Context: an optimization exercise on an open-source flow, tuned for small area, a short achievable clock period and few clock cycles per item. The choices shown serve that exercise and are no tape-out recipe. Function was checked by simulation only, so behaviour that the tests miss may differ from the original.

== red ==
// riscv_muldiv_unit
module riscv_muldiv_unit #(
    parameter int XLEN = 32
) (
    input  logic            clk,
    input  logic            rst,
    input  logic            start_i,
    input  logic [2:0]      op_i,
    input  logic [XLEN-1:0] a_i,
    input  logic [XLEN-1:0] b_i,
    input  logic            kill_i,
    output logic            freeze_pipe,
    output logic            busy_o,
    output logic            done_o,
    output logic [XLEN-1:0] result_o,
    output logic            div_zero_o
);
    localparam int K  = 8;                   
    localparam int NB = K / 2;               
    localparam int ND = (33 + K - 1) / K;    
    localparam int TW = $clog2(ND);
    localparam int BW = ND * K;
    typedef enum logic [2:0] {
        S_IDLE = 3'd0,
        S_MUL  = 3'd1,
        S_PREP = 3'd2,
        S_DIV  = 3'd3,
        S_DONE = 3'd4,
        S_FIX  = 3'd5
    } state_t;
    state_t state;
    logic [1:0]  op_q;       
    logic [32:0] xr;         
    logic [32:0] br;         
    logic [NB-1:0] bo_q;     
    logic [NB-1:0] bt_q;     
    logic [NB-1:0] bn_q;     
    logic [63:0] sr;         
    logic        rs_q;       
    logic [3:0]  cnt;        
    logic        sa_q;       
    logic        sb_q;       
    logic        dz_q;       
    logic [31:0] res_q;      
    logic        neg_q;      
    logic accept;
    assign accept = (state == S_IDLE) & start_i & ~kill_i;
    logic is_div, div_sgn, mul_sga, mul_sgb;
    assign is_div  = op_i[2];
    assign div_sgn = op_i[2] & ~op_i[0];
    assign mul_sga = ~op_i[2] & (op_i[1:0] != 2'd3);
    assign mul_sgb = ~op_i[2] & ~op_i[1];
    function automatic logic [ND-1:0] fits(input logic [32:0] v);
        logic [32:0]   w;
        logic [ND-1:0] f;
        w = v[32] ? ~v : v;
        for (int i = 0; i < ND; i++) begin
            f[i] = ((w >> (K * i + K - 1)) == 33'd0);
        end
        fits = f;
    endfunction
    function automatic logic [K:0] group_sel(input logic [32:0] v, input logic [TW-1:0] t);
        logic [BW:0] e;
        e = {{(BW-32){v[32]}}, v, 1'b0};
        group_sel = e[t*K +: K+1];
    endfunction
    function automatic logic [TW-1:0] enc(input logic [ND-1:0] f);
        logic [TW-1:0] t;
        t = TW'(ND - 1);
        for (int i = ND - 2; i >= 0; i--) begin
  ...
Size in the first run: ~4300 cells after synthesis, ~190 flip-flops, about 110 I/O pins.
make LEC_CHECK=0 ABC_AREA=1 CAP_MARGIN=20 CORE_MARGIN=2 CORE_UTILIZATION=50 SETUP_SLACK_MARGIN=5 SLEW_MARGIN=20 finish   # period 11.0 ns
run.sh (not shown) runs the stock make flow with config.mk's settings and CLKGATE_MAP_FILE= SYNTH_SCRIPT=/design/flow/synth_recipe.tcl, a recipe that flattens the netlist after the stock synthesis.
red reached the end of the flow, and the finished layout is clean on the timing, DRC and antenna checks.
Testbench counts of red, summed over its fixed seeds: cycles 14,527, ops 3,200.
Here is what was changed in the inputs of blue compared with red.
- a change of CAP_MARGIN from 20 to 5
- a change of SLEW_MARGIN from 20 to 5
- an added TNS_END_PERCENT of 5
==> run notes <==
Each of the runs, namely blue and red, reached the end of the flow and came out clean. Taking red as the reference, in blue sum of routed wire segments on met1 saw a decrease; area of combinational cells with multiple inputs saw a decrease. Compared red against blue; placed wire-length estimate within noise.

* * *

## delta
riscv_muldiv_unit, a different RTL version from the one above (not shown whole).
Size: roughly 4300 cells after synthesis, ~190 flip-flops, ~110 I/O pins.
make LEC_CHECK=0 ABC_AREA=1 CAP_MARGIN=20 CORE_MARGIN=2 CORE_UTILIZATION=50 SETUP_SLACK_MARGIN=5 SLEW_MARGIN=20 finish   # period 11.0 ns
Testbench counts of delta, summed over its fixed seeds: cycles 15,042, ops 3,200.
Modified inputs, epsilon compared to delta
Settings: changing CORE_UTILIZATION from 50 to 40.
[summary]
epsilon completed end to end with timing, DRC and antenna clean.
Slowest library cell on the worst path = sky130_fd_sc_hd__fa_1: epsilon; slowest library cell on the worst path = sky130_fd_sc_hd__edfxtp_1: delta
delta → epsilon: via count decreased 214, number of stages on the worst setup path -3.7%, initial DRC count decreased by about 8% relative to the old numbers, tap cell count has increased.
delta reports its endpoint of the most critical setup path as sr[50] while epsilon reports sr[52].
epsilon: slew at the pin closest to its max-slew limit 37 ps below delta
Post-CTS repair timing setup buffer count was higher in the run labelled epsilon.
Against delta, die outline area in epsilon rose by more than 10%.
The number of gates given a new drive strength after cts in epsilon is 0.837 times that in delta.
When epsilon is set beside delta, its first-pass GRT wire length turns out to be 1.1% larger.

* * *

Another version of the RTL of riscv_muldiv_unit (not shown whole).
Size in the first run: ~4,000 cells after synthesis, roughly 110 I/O pins, about 29,000 um^2 of cells after synthesis.
## riscv_muldiv_unit
module riscv_muldiv_unit #(
    parameter int XLEN = 32
) (
    input  logic            clk,
    input  logic            rst,
    input  logic            start_i,
    input  logic [2:0]      op_i,
    input  logic [XLEN-1:0] a_i,
    input  logic [XLEN-1:0] b_i,
    input  logic            kill_i,
    output logic            freeze_pipe,
    output logic            busy_o,
    output logic            done_o,
    output logic [XLEN-1:0] result_o,
    output logic            div_zero_o
);
    localparam int K  = 8;                   
    localparam int NB = K / 2;               
    localparam int ND = (33 + K - 1) / K;    
    localparam int TW = $clog2(ND);
    localparam int BW = ND * K;
    typedef enum logic [2:0] {
        S_IDLE = 3'd0,
        S_MUL  = 3'd1,
        S_PREP = 3'd2,
        S_DIV  = 3'd3,
        S_DONE = 3'd4,
        S_FIX  = 3'd5
    } state_t;
    state_t state;
    logic [1:0]  op_q;       
    logic [32:0] xr;         
    logic [32:0] br;         
  ...
==> flow/config.mk <==
export PLATFORM = sky130hd
export DESIGN_NAME = riscv_muldiv_unit
export DESIGN_NICKNAME = riscv_muldiv_unit
export VERILOG_FILES = /design/flow/design.v
export SDC_FILE = /design/flow/constraint.sdc
export NUM_CORES = 4
export LEC_CHECK = 0
export ABC_AREA = 1
export CAP_MARGIN = 20
export CORE_MARGIN = 2
export CORE_UTILIZATION = 50
export SETUP_SLACK_MARGIN = 5
export SLEW_MARGIN = 20
==> flow/constraint.sdc <==
create_clock -name core_clock -period 11.0 [get_ports {clk}]
set_input_delay 2.2000 -clock core_clock [delete_from_list [all_inputs] [get_ports {clk}]]
set_output_delay 2.2000 -clock core_clock [all_outputs]
set_load 0.01 [all_outputs]
The baseline produced a clean layout.
Testbench counts at the start, summed over its fixed seeds: cycles 14,527, ops 3,200.
Change:
==> flow/flow/run.sh (new file) <==
#!/bin/bash
set -euo pipefail
export BUFFER_PORTS_ARGS="-buffer_cell sky130_fd_sc_hd__buf_2"
bash standard.sh finish > standard.log 2>&1
==> flow/standard.sh (new file) <==
#!/bin/bash
# synth_recipe.tcl (not shown) runs the flow's synth.tcl, then flattens the netlist and writes it again
# the make line also repeats each setting of config.mk as NAME=value (left out here)
make -C /OpenROAD-flow-scripts/flow DESIGN_CONFIG=/design/flow/config.mk WORK_HOME=/design/flow/orfs CLKGATE_MAP_FILE= SYNTH_SCRIPT=/design/flow/synth_recipe.tcl "${@:-finish}"
--- a/flow/config.mk
+++ b/flow/config.mk
@@ -11,2 +11,3 @@
 export CORE_UTILIZATION = 50
+export PLACE_DENSITY = 0.7
 export SETUP_SLACK_MARGIN = 5
removed: flow/run.sh
Outcome:
- cell count increases by 0.38%
- core utilization decreases by 1.0 points
- wire length increases by 2.8%
- via count increases by 3.0%
- setup slack got worse by 140 ps
- synthesized area does not change
- critical path depth increases by 2
- clock-buffer cell count increases by 1
- die area stays the same
Change:
--- a/flow/config.mk
+++ b/flow/config.mk
@@ -11,3 +11,2 @@
 export CORE_UTILIZATION = 50
-export PLACE_DENSITY = 0.7
 export SETUP_SLACK_MARGIN = 5
=> Die area stays the same. Wire length drops by 1.9%. Cell count drops by 0.42%. Count of clock-buffer cells in the layout went down by 1. Setup slack is better by 78 ps. Worst hold slack got worse by 8.3 ps. Via count falls by 2.5%.

-- port drivers added, routing unchanged --
How much do the figures lean on ideal ports? The routed layouts below were timed once more, with nothing changed but the port constraints.
Step 1: set_driving_cell puts a clkbuf_16 on clk and a buf_2 on each other input, an assumption about the parent block.
Step 2 also shifts input and output timing later by t, the mid clock arrival at the registers, as if the neighbouring blocks saw the same clock.
Slacks: ideal / step 1 / step 2; pairs: ideal / step 1.
| run | t, ns | setup slack, ns | clock arrival spread, ns |
|---|---|---|---|
| red | 0.575 | 4.892 / 4.892 / 4.598 | 0.022 / 0.021 |
| blue | 0.579 | 4.599 / 4.599 / 4.309 | 0.026 / 0.026 |
| delta | 0.558 | 5.042 / 5.042 / 4.669 | 0.018 / 0.018 |
| epsilon | 0.565 | 5.078 / 5.078 / 4.764 | 0.020 / 0.019 |
| the first run of note 3 | 0.586 | 4.983 / 4.918 / 4.564 | 0.018 / 0.018 |
| the second run of note 3 | 0.579 | 4.844 / 4.844 / 4.570 | 0.018 / 0.018 |
| the third run of note 3 | 0.597 | 4.921 / 4.853 / 4.556 | 0.021 / 0.020 |
After both steps setup and hold are still met in every run listed. For the first run of note 3, which loses most, drivers alone change the setup slack by -0.065 ns; drivers and shift together by -0.419 ns.
